Context: an optimization exercise on an open-source flow, tuned for small area, a short achievable clock period and few clock cycles per item. The choices shown serve that exercise and are no tape-out recipe. In this exercise RTL edits were held to simulation tests only and were not proved equivalent to the original. Power and IR drop assume default switching activity.

Design sorted_priority_queue, start of the top module:
module sorted_priority_queue #(
  parameter int DEPTH = 16
) (
  input  logic               clk,
  input  logic               rst_n,
  input  logic               in_valid,
  output logic               in_ready,
  input  logic [24:0]        in_data,
  output logic               out_valid,
  input  logic               out_ready,
  output logic [17:0]        out_data
);
  spq_pkg::in_word_t  in_word;
  spq_pkg::in_word_t  item;
  spq_pkg::out_word_t out_word;
  logic               exec, accept;
  assign in_word  = in_data;
  assign out_data = out_word;
  spq_ctrl u_ctrl (
    .clk       (clk),
    .rst_n     (rst_n),
    .in_valid  (in_valid),
    .in_ready  (in_ready),
    .in_data   (in_word),
    .out_valid (out_valid),
    .out_ready (out_ready),
    .accept    (accept),
    .exec      (exec),
    .item      (item)
  );
  spq_dp #(
    .DEPTH (DEPTH)
  ) u_dp (
    .clk      (clk),
    .rst_n    (rst_n),
    .accept   (accept),
    .in_data  (in_word),
    .exec     (exec),
    .item     (item),
    .out_data (out_word)
  );
endmodule
==> flow/config.mk <==
export PLATFORM = sky130hd
export DESIGN_NAME = sorted_priority_queue
export DESIGN_NICKNAME = sorted_priority_queue
export VERILOG_FILES = /design/flow/design.v
export SDC_FILE = /design/flow/constraint.sdc
export NUM_CORES = 4
export LEC_CHECK = 0
export CAP_MARGIN = 20
export CORE_MARGIN = 2
export CORE_UTILIZATION = 40
export CTS_BUF_LIST = sky130_fd_sc_hd__clkbuf_4 sky130_fd_sc_hd__clkbuf_8
export SETUP_SLACK_MARGIN = 3.0
export SLEW_MARGIN = 20
==> flow/constraint.sdc <==
create_clock -name core_clock -period 6.0 [get_ports {clk}]
set_input_delay 1.2000 -clock core_clock [delete_from_list [all_inputs] [get_ports {clk}]]
set_output_delay 1.2000 -clock core_clock [all_outputs]
set_load 0.01 [all_outputs]
run.sh (not shown) runs the stock make flow with config.mk's settings and CLKGATE_MAP_FILE= SYNTH_SCRIPT=/design/flow/synth_recipe.tcl, a recipe that flattens the netlist after the stock synthesis.
Testbench counts at the start, summed over its fixed seeds: cycles 16,016, items 16,000.
Edit:
Settings changed: SETUP_SLACK_MARGIN 3.0 to 3.6.
Outcome: Design area rose by roughly a tenth; worst hold slack is worse by 0.0073 ns; utilization came out higher by 5.1 points; clock power rose by a few percent; wire length grows by roughly a tenth; count of clock-buffer cells in the layout rises by 8; register-to-register slack improved by 0.29 ns.
Edit:
Settings changed: SETUP_SLACK_MARGIN 3.6 to 3.4.
Final cell count goes down by 2.3%.
Worst setup slack improves by 0.0050 ns.
Die area stays the same.


== job 101 ==
Another version of the RTL of sorted_priority_queue (not shown whole).
Size in the first run: about 1900 cells after synthesis, ~390 flip-flops, roughly 49 I/O pins.
clock: 6.0 ns
lec_check: 0
cap_margin: 20
core_margin: 2
core_utilization: 40
setup_slack_margin: 3.0
slew_margin: 20
Testbench counts of job 101, summed over its fixed seeds: cycles 16,008, items 16,000.
Relative to job 101, the following input files were edited for job 102:
# job 101
export LEC_CHECK = 0
export CAP_MARGIN = 20
export CORE_MARGIN = 2
export CORE_UTILIZATION = 40
export SETUP_SLACK_MARGIN = 3.0
export SLEW_MARGIN = 20
create_clock -name core_clock -period 6.0 [get_ports {clk}]
# job 102
export LEC_CHECK = 0
export CAP_MARGIN = 20
export CORE_MARGIN = 2
export CORE_UTILIZATION = 40
export SLEW_MARGIN = 20
create_clock -name core_clock -period 6.0 [get_ports {clk}]
Results
Re synthesized cell count: no difference whatsoever between job 102 and job 101.
| non-clock buffer count | job 102 vs job 101 | about 65% lower |
Compared with job 101, job 102 shows a lower number of cells on the worst reg-to-reg path.
Of job 102 and job 101, job 102 shows the lower buffers plus inverters on the worst setup path, with job 101 above it.
For job 103, these inputs were changed with respect to job 102:
# job 102
export LEC_CHECK = 0
export CAP_MARGIN = 20
export CORE_MARGIN = 2
export CORE_UTILIZATION = 40
export SLEW_MARGIN = 20
create_clock -name core_clock -period 6.0 [get_ports {clk}]
# job 103
export LEC_CHECK = 0
export CAP_MARGIN = 20
export CORE_MARGIN = 2
export CORE_UTILIZATION = 40
export SETUP_SLACK_MARGIN = 2.5
export SLEW_MARGIN = 20
create_clock -name core_clock -period 6.0 [get_ports {clk}]
==> comparison <==
Job 103: done, clean on timing, DRC and antenna. Job 103 vs job 102, count of placed standard cells in the final layout, fillers left out went up by 190. Utilization (higher): job 103. Diff job 102 -> job 103: max-slew headroom at the worst pin has increased; maximum number of pins on one net before global-route repair has increased; total design power rose by about 8%. Critical path arrival for job 103: 1.02 ns down relative to job 102.


Another version of the RTL of sorted_priority_queue (not shown whole).
For scale: about 2200 cells after synthesis, roughly 440 flip-flops, roughly 20000 µm² of cells after synthesis.
// sorted_priority_queue
module sorted_priority_queue #(
  parameter int DEPTH = 16
) (
  input  logic               clk,
  input  logic               rst_n,
  input  logic               in_valid,
  output logic               in_ready,
  input  logic [24:0]        in_data,
  output logic               out_valid,
  input  logic               out_ready,
  output logic [17:0]        out_data
);
export LEC_CHECK = 0
export CAP_MARGIN = 20
export CORE_MARGIN = 2
export CORE_UTILIZATION = 40
export SETUP_SLACK_MARGIN = 3.25
export SLEW_MARGIN = 20
export BUFFER_PORTS_ARGS = -buffer_cell sky130_fd_sc_hd__buf_2
export CTS_ARGS = -sink_clustering_enable -repair_clock_nets -dont_use_dummy_load -buf_list {sky130_fd_sc_hd__clkbuf_8 sky130_fd_sc_hd__clkbuf_16} -sink_clustering_size 24 -sink_clustering_max_diameter 90
create_clock -name core_clock -period 6.0 [get_ports {clk}]
standard.sh (not shown) runs the stock make flow with config.mk's settings and CLKGATE_MAP_FILE= SYNTH_SCRIPT=/design/flow/synth_recipe.tcl, a recipe that flattens the netlist after the stock synthesis.
==> flow/flow/run.sh <==
#!/bin/bash
set -euo pipefail
cat >> config.mk <<'EOS'
export BUFFER_PORTS_ARGS = -buffer_cell sky130_fd_sc_hd__buf_2
export CTS_ARGS = -sink_clustering_enable -repair_clock_nets -dont_use_dummy_load -buf_list {sky130_fd_sc_hd__clkbuf_8 sky130_fd_sc_hd__clkbuf_16} -sink_clustering_size 24 -sink_clustering_max_diameter 90
EOS
bash standard.sh > standard_flow.log 2>&1
Testbench counts at the start, summed over its fixed seeds: cycles 16,016, items 16,000.
Then changed:
==> flow/flow/run.sh (replaced) <==
#!/bin/bash
set -euo pipefail
cat >> config.mk <<'EOS'
export BUFFER_PORTS_ARGS = -buffer_cell sky130_fd_sc_hd__buf_2
export CTS_ARGS = -sink_clustering_enable -repair_clock_nets -dont_use_dummy_load -buf_list {sky130_fd_sc_hd__clkbuf_4 sky130_fd_sc_hd__clkbuf_8}
EOS
bash standard.sh > standard_flow.log 2>&1
Settings changed: CAP_MARGIN 20 to 10, CTS_ARGS -sink_clustering_enable -repair_clock_nets -dont_use_dummy_load -buf_list {sky130_fd_sc_hd__clkbuf_8 sky130_fd_sc_hd__clkbuf_16} -sink_clustering_size 24 -sink_clustering_max_diameter 90 to -sink_clustering_enable -repair_clock_nets -dont_use_dummy_load -buf_list {sky130_fd_sc_hd__clkbuf_4 sky130_fd_sc_hd__clkbuf_8}, PLACE_DENSITY set to 0.75, SETUP_SLACK_MARGIN 3.25 to 3.3, SLEW_MARGIN 20 to 10.
Power rose by 9.3%.
Register-to-register slack improved by 0.08 ns.
Area after synthesis does not change.
Cell area rose by 1.7%.
Then changed:
Settings changed: CAP_MARGIN 10 to 20, PLACE_DENSITY 0.75 to not set, SLEW_MARGIN 10 to 20.
Routed wire length rose by about 1.4%.
Die area stays the same.
Cell area rises by about 0.8%.
Combinational power increases by about 0.5%.
First-iteration DRC count decreases by about 16%.
Setup slack gets worse by 0.032 ns.
Sequential share of layout area is lower by 0.34 points.
Hold slack hardly moves.
Core utilization increases by 0.38 points.
Then changed:
==> flow/flow/run.sh (replaced) <==
#!/bin/bash
set -euo pipefail
cat >> config.mk <<'EOS'
export BUFFER_PORTS_ARGS = -buffer_cell sky130_fd_sc_hd__buf_2
export CTS_ARGS = -sink_clustering_enable -repair_clock_nets -dont_use_dummy_load -buf_list {sky130_fd_sc_hd__clkbuf_8 sky130_fd_sc_hd__clkbuf_16} -sink_clustering_size 20 -sink_clustering_max_diameter 80
EOS
bash standard.sh > standard_flow.log 2>&1
Settings changed: CTS_ARGS -sink_clustering_enable -repair_clock_nets -dont_use_dummy_load -buf_list {sky130_fd_sc_hd__clkbuf_4 sky130_fd_sc_hd__clkbuf_8} to -sink_clustering_enable -repair_clock_nets -dont_use_dummy_load -buf_list {sky130_fd_sc_hd__clkbuf_8 sky130_fd_sc_hd__clkbuf_16} -sink_clustering_size 20 -sink_clustering_max_diameter 80.
=> The new run finished clean. Cell area falls by about 1.2%. Routed wire length decreases by about 1.1%. Combinational power increases by about 2%. Non-clock buffer count grows by 1. Power goes down by 6.4%. Global-route usage came out lower by 0.45 points. Utilization went down by 0.57 points. Die area stays the same. Count of clock-buffer cells in the layout decreases by 49. Worst setup slack is better by 0.0099 ns.

==> static timing again, ports no longer ideal <==
In the flow no input, the clock included, has a driving cell. The finished layouts below were timed again as built, in two steps. Step 1, drivers: a clkbuf_16 drives clk and a buf_2 each remaining input, both assumed. Step 2 moves the port delays by t, midway between the first and last clock arrival at a register: inputs arrive t later, outputs are due t later. That takes back most of the time a late clock gives input paths. a / b / c = no drivers / after step 1 / after step 2; a / b = the first two.
| run | t (ns) | slack for setup (ns) | slew at the worst register clock pin (ns) | cell pins on the clock port's net |
|---|---|---|---|---|
| the first run of note 1 | 0.725 | 3.058 / 3.032 / 2.426 | 0.07 / 0.07 | 1 |
| the second run of note 1 | 0.718 | 3.184 / 3.144 / 2.721 | 0.07 / 0.07 | 1 |
| the third run of note 1 | 0.706 | 3.189 / 3.148 / 2.720 | 0.07 / 0.07 | 1 |
| job 101 | 0.635 | 2.470 / 2.411 / 2.356 | 0.07 / 0.07 | 1 |
| job 102 | 0.621 | 1.382 / 1.322 / 0.912 | 0.06 / 0.06 | 1 |
| job 103 | 0.633 | 2.399 / 2.343 / 1.966 | 0.07 / 0.07 | 1 |
| the first run of note 3 | 0.607 | 3.211 / 3.239 / 2.632 | 0.10 / 0.10 | 1 |
| the second run of note 3 | 0.686 | 3.299 / 3.293 / 2.646 | 0.07 / 0.07 | 1 |
| the third run of note 3 | 0.694 | 3.267 / 3.272 / 2.578 | 0.06 / 0.06 | 1 |
| the fourth run of note 3 | 0.632 | 3.277 / 3.319 / 2.687 | 0.09 / 0.09 | 1 |
After both steps setup and hold are still met in every run listed. For the third run of note 3, which loses most, drivers alone change the setup slack by +0.005 ns; drivers and shift together by -0.689 ns.
